This design comes from an exercise in tuning for small area, a short achievable clock period and few clock cycles per item on the open sky130 flow, not from production work. At most, simulation tests tie the RTL to the original design; equivalence was not proved.

== 10-23 ==
## midpoint_ellipse_rasterizer_top
module midpoint_ellipse_rasterizer_top #(
  parameter int RADIUS_BITS = 10,
  parameter int COORD_BITS  = 11
) (
  input  wire logic                                   clk_i,
  input  wire logic                                   rst_ni,
  input  wire logic                                   cfg_we_i,
  input  wire logic [mer_pkg::CFG_IDX_W-1:0]          cfg_idx_i,
  input  wire logic [((COORD_BITS > RADIUS_BITS) ? COORD_BITS : RADIUS_BITS)-1:0] cfg_data_i,
  input  wire logic                                   in_valid_i,
  output logic                                        in_stall_o,
  input  wire logic                                   restart_i,
  output logic                                        out_valid_o,
  input  wire logic                                   out_stall_i,
  output logic signed [mer_pkg::PIX_W-1:0]            pixel_x_o,
  output logic signed [mer_pkg::PIX_W-1:0]            pixel_y_o,
  output logic                                        last_o,
  output logic                                        finished_o
);
  logic [10:0] cx_q, cy_q;
  logic [9:0]  rx_q, ry_q;
  always_ff @(posedge clk_i or negedge rst_ni) begin
    if (!rst_ni) begin
      cx_q <= 11'd200;
      cy_q <= 11'd200;
  ...
clock: 10.0 ns
lec_check: 0
cap_margin: 20
core_margin: 2
core_utilization: 40
cts_cluster_diameter: 70
cts_cluster_size: 20
setup_slack_margin: 5
slew_margin: 20
standard.sh (not shown) runs the stock make flow with config.mk's settings and CLKGATE_MAP_FILE= SYNTH_SCRIPT=/design/flow/synth_recipe.tcl, a recipe that flattens the netlist after the stock synthesis.
==> flow/flow/run.sh <==
#!/bin/bash
set -euo pipefail
bash standard.sh SETUP_SLACK_MARGIN=7.0 finish > standard_flow.log 2>&1
Testbench counts of 10-23, summed over its fixed seeds: cycles 64,740, beats 62,804.
[inputs] 09-17 vs 10-23
diff --git a/flow/design.v b/flow/design.v
--- a/flow/design.v
+++ b/flow/design.v
@@ -111,12 +111,13 @@
   logic        rs_q, m1_q, m2_q;       
   logic [3:0]  mcnt_q;
   logic        step_a, sw1_a, sw2_a, i1_a, act_a;   
   logic        ka0, ka1, ka2, ka3;     
   logic        kb2;                    
   logic        xen_q, yen_q, b2_q;     
+  logic        den_q;                  
   logic [10:0] zq;                     
   logic        step_b, sw1_b, sw2_b, i1_b, act_b, kb0, kb3;  
   logic [9:0]  x_q, y_q;
   logic [32:0] sx_q, sy_q;             
   logic [43:0] d_q;                    
   logic [19:0] rx2_q, ry2_q;
@@ -199,13 +200,13 @@
     end
     if (sw2_a) z_n = ~two_ry2_a;
   end
   assign opx = (xen_q ? xq : 11'd0) | {8'd0, b2_q, 2'b00};
   assign opy = yen_q ? yq : 11'd0;
   assign opz = zq;
-  assign dop   = i1_b ? 11'd0 : d_q[10:0];
+  assign dop   = den_q ? d_q[10:0] : 11'd0;
   assign s1    = dop ^ opx ^ opy;
   assign m1    = (dop & opx) | (dop & opy) | (opx & opy);
   assign c1v   = {m1[9:0], kb0 ? two_cin : c1_q};
   assign s2    = s1 ^ c1v ^ opz;
   assign m2    = (s1 & c1v) | (s1 & opz) | (c1v & opz);
   assign c2v   = {m2[9:0], !kb0 && c2_q};
@@ -229,15 +230,22 @@
       else if (sw2_q)      issue_sw2  = 1'b1;
       else if (init1_q)    issue_i1   = 1'b1;
       else if (init2_q)    issue_i2   = 1'b1;
       else if (pass_req_q) issue_step = 1'b1;
     end
   end
-  logic da_n, db_n;
-  assign da_n = (act_b && kb3) ? (!reg2_n || dsum[10]) : da_q;
-  assign db_n = (act_b && kb3) ? (reg2_n || !dsum[10]) : db_q;
+  logic [2:0]  cin3, k3;
+  logic [10:0] top_w;
+  logic        sgn, dfin, da_n, db_n;
+  assign cin3  = {2'b00, c1_q} + {2'b00, c2_q} + {2'b00, cp_q};
+  assign k3    = cin3 - ((step_b && yen_q) ? 3'd1 : (sw1_b || sw2_b) ? 3'd2 : 3'd0);
+  assign top_w = dop + {{8{k3[2]}}, k3};
+  assign sgn   = top_w[10];
+  assign dfin  = act_b && kb3;
+  assign da_n  = dfin ? (!reg2_q || sgn) : da_q;
+  assign db_n  = dfin ? (reg2_q || !sgn) : db_q;
   assign reg2_n = reg2_q || issue_sw1;
   always_ff @(posedge clk_i or negedge rst_ni) begin
     if (!rst_ni) begin
       pend_q      <= 1'b0;
       pend_rs_q   <= 1'b0;
       step_q      <= 1'b0;
@@ -389,12 +397,13 @@
     if (act_b) d_q <= {dsum, d_q[43:11]};
     da_q  <= da_n;
     db_q  <= db_n;
     xen_q <= !step_a || da_n;
     yen_q <= !step_a || db_n;
     b2_q  <= step_a && ka0 && db_n;
+    den_q <= !i1_a;
     if (step_b && kb0) begin
       ca_q <= da_q;
       cb_q <= db_q;
     end
     if (rot_x) begin
       sx_q <= {sx_q[10:0], wb_x ? sxnew : sx_q[32:22], sx_q[21:11]};
Results
[compare] base=10-23 new=09-17: largest fanout of any net on the critical path increased 5, setup slack decreased 74 ps, wire length increased 3.8%.
The run showing the greater data arrival time of the critical path is 09-17.
The combinational family with the most area after synthesis comes out compound AO/OA/AOI/OAI gates in one run and simple AND/OR/NAND/NOR gates in the other, namely in 10-23 and 09-17 respectively.
The RTL of 09-17 was laid out without a check of its function.

[afterwards: timing with drivers on the ports]
How much do the figures lean on ideal ports? The routed layouts below were timed once more, with nothing changed but the port constraints.
Step 1 sets driving cells, clkbuf_16 on the clock port and buf_2 on the other inputs (assumed; they add their load-dependent delay and slew).
Step 2, shift: input delay + t, output delay - t, t = (earliest + latest rising clock arrival at the registers) / 2. This alone moves slack from input paths to output paths.
Three values: ideal ports, drivers, drivers and shift; two values: the first two.
run | t (ns) | setup slack, ns | worst hold slack (ns)
10-23 | 0.617 | 6.641 / 6.641 / 6.549 | 0.424 / 0.424 / 0.424
09-17 | 0.627 | 6.567 / 6.567 / 6.451 | 0.416 / 0.416 / 0.416
After both steps every run listed still meets setup and hold. For 09-17, which loses most, drivers alone change the setup slack by 0.000 ns; drivers and shift together by -0.116 ns.
